Context: an optimization exercise on an open-source flow, tuned for small area, a short achievable clock period and few clock cycles. The choices shown serve that exercise and are no tape-out recipe. Function was checked by simulation only, so behaviour that the tests miss may differ from the original.

// ecc_point_add
module ecc_point_add #(
    parameter int WIDTH = 32
) (
    input  logic             i_clk,
    input  logic             i_rst_n,
    input  logic             i_start,
    input  logic [WIDTH-1:0] i_p,
    input  logic [WIDTH-1:0] i_x1,
    input  logic [WIDTH-1:0] i_y1,
    input  logic [WIDTH-1:0] i_x2,
    input  logic [WIDTH-1:0] i_y2,
    output logic [WIDTH-1:0] o_x3,
    output logic [WIDTH-1:0] o_y3,
    output logic [WIDTH-1:0] o_z3,
    output logic             o_done
);
Settings: LEC_CHECK=0, ABC_AREA=1, CAP_MARGIN=20, CORE_MARGIN=2, CORE_UTILIZATION=40, PLACE_DENSITY=0.6, SLEW_MARGIN=20; clock period 10.0 ns.
standard.sh (not shown) runs the stock make flow with config.mk's settings and CLKGATE_MAP_FILE= SYNTH_SCRIPT=/design/flow/synth_recipe.tcl, a recipe that flattens the netlist after the stock synthesis.
==> flow/flow/run.sh <==
#!/bin/bash
# Standard layout (the standard.sh: synthesis, floorplan, place, CTS,
# route, finish) with two changes to how timing repair works: gate resizing
# is not held to each cell's footprint, and repair aims for 6.5 ns of setup
# slack at the design's clock (the constraints themselves are unchanged).
set -euo pipefail
bash standard.sh MATCH_CELL_FOOTPRINT=0 SETUP_SLACK_MARGIN=6.5 finish > standard_make.log 2>&1
The first run ran to the end with no violations.
Testbench counts at the start, summed over its fixed seeds: cycles 11,328.
Edit:
==> flow/flow/run.sh (replaced) <==
#!/bin/bash
# Standard layout (the standard.sh: synthesis, floorplan, place, CTS,
# route, finish), with gate resizing not held to each cell's footprint.
set -euo pipefail
bash standard.sh MATCH_CELL_FOOTPRINT=0 finish > standard_make.log 2>&1
--- a/flow/config.mk
+++ b/flow/config.mk
@@ -12,0 +13 @@
+export SETUP_SLACK_MARGIN = 5
=> Utilization fell by 9.0 points. First-iteration DRC count rises by 1.1%. Sequential share of layout area rose by 4.1 points. Register-to-register slack gets worse by 0.21 ns. Global-route usage goes down by 1.8 points.
Edit:
--- a/flow/config.mk
+++ b/flow/config.mk
@@ -11,0 +12,2 @@
+export CTS_CLUSTER_DIAMETER = 110
+export CTS_CLUSTER_SIZE = 18
Effect: Die area does not change; cell area decreases by 1.8%; maximum frequency came out higher by 0.56%; global-route usage falls by 0.20 points; clock-buffer cell count decreases by 40; worst hold slack got worse by 0.0086 ns; core utilization came out lower by 0.87 points.
Edit:
--- a/flow/config.mk
+++ b/flow/config.mk
@@ -13 +13 @@
-export CTS_CLUSTER_SIZE = 18
+export CTS_CLUSTER_SIZE = 16
What happened: The changed run produced a clean layout. Clock-buffer cell count is higher by 4. Die area is unchanged. Via count is higher by 0.54%. Wire length stays flat. Area after synthesis does not change. Utilization is higher by 0.49 points. Design area is higher by 1.0%. Setup slack gets better by 0.013 ns.
Edit:
--- a/flow/config.mk
+++ b/flow/config.mk
@@ -9 +9 @@
-export CAP_MARGIN = 20
+export CAP_MARGIN = 10
@@ -12,2 +11,0 @@
-export CTS_CLUSTER_DIAMETER = 110
-export CTS_CLUSTER_SIZE = 16
@@ -16 +14 @@
-export SLEW_MARGIN = 20
+export SLEW_MARGIN = 10
Count of clock-buffer cells in the layout went up by 36.
Final area went up by 1.6%.
Global-route usage went up by 0.15 points.
Via count went up by 0.49%.
Fmax barely changes.
Non-clock buffer count went down by 4.


ecc_point_add, a different RTL version from the one above (not shown whole).
Size in the first run: roughly 460 flip-flops, ~260 I/O pins, ~45000 um2 of cells after synthesis.
Settings: LEC_CHECK=0, CAP_MARGIN=20, CORE_MARGIN=2, CORE_UTILIZATION=40, PLACE_DENSITY=0.6, SETUP_SLACK_MARGIN=5, SLEW_MARGIN=20, SYNTH_HIERARCHICAL=1, SYNTH_MINIMUM_KEEP_SIZE=0; clock period 10.0 ns.
==> flow/flow/run.sh <==
#!/bin/bash
# Standard layout (the standard.sh: synthesis, floorplan, place, CTS,
# route, finish), with gate resizing not held to each cell's footprint.
set -euo pipefail
bash standard.sh MATCH_CELL_FOOTPRINT=0 finish > standard_make.log 2>&1
The baseline completed without violations.
Testbench counts at the start, summed over its fixed seeds: cycles 11,328.
Then changed:
- SYNTH_HIERARCHICAL: 1 -> default
- SYNTH_MINIMUM_KEEP_SIZE: 0 -> default
- The new run produced a clean layout
- cell area decreases by 12%
- synthesized area decreases by 8.8%
- non-clock buffer count decreases by 126
- worst setup slack gains 0.026 ns
- clock skew increases by 0.019 ns
- global-route usage increases by 1.0 points
- final cell count decreases by about 16%

## port drivers added, routing unchanged
In the flow no input, the clock included, has a driving cell. The finished layouts below were timed again as built, in two steps. Step 1: set_driving_cell puts a clkbuf_16 on i_clk and a buf_2 on each other input, an assumption about the parent block. Step 2 also shifts input and output timing later by t, the mid clock arrival at the registers, as if the neighbouring blocks saw the same clock. Three values: no drivers, after step 1, after step 2; two values: the first two.
| run | shift t [ns] | setup WS [ns] | worst setup path after step 2 | worst register clock-pin slew, ns | cell pins on the clock port's net |
|---|---|---|---|---|---|
| the first run of note 1 | 0.712 | 5.225 / 5.225 / 5.225 | register to register | 0.07 / 0.07 | 1 |
| the second run of note 1 | 0.713 | 5.010 / 5.010 / 4.854 | input to register | 0.07 / 0.07 | 1 |
| the third run of note 1 | 0.712 | 5.038 / 5.038 / 4.582 | input to register | 0.10 / 0.10 | 1 |
| the fourth run of note 1 | 0.710 | 5.051 / 5.051 / 4.867 | input to register | 0.09 / 0.09 | 1 |
| the fifth run of note 1 | 0.713 | 5.064 / 5.064 / 4.774 | input to register | 0.06 / 0.06 | 1 |
| the first run of note 2 | 0.754 | 4.465 / 4.465 / 4.465 | register to register | 0.07 / 0.07 | 1 |
| the second run of note 2 | 0.744 | 4.492 / 4.492 / 4.492 | register to register | 0.07 / 0.07 | 1 |
After both steps every run listed still meets setup and hold. For the third run of note 1, which loses most, drivers alone change the setup slack by 0.000 ns; drivers and shift together by -0.456 ns.
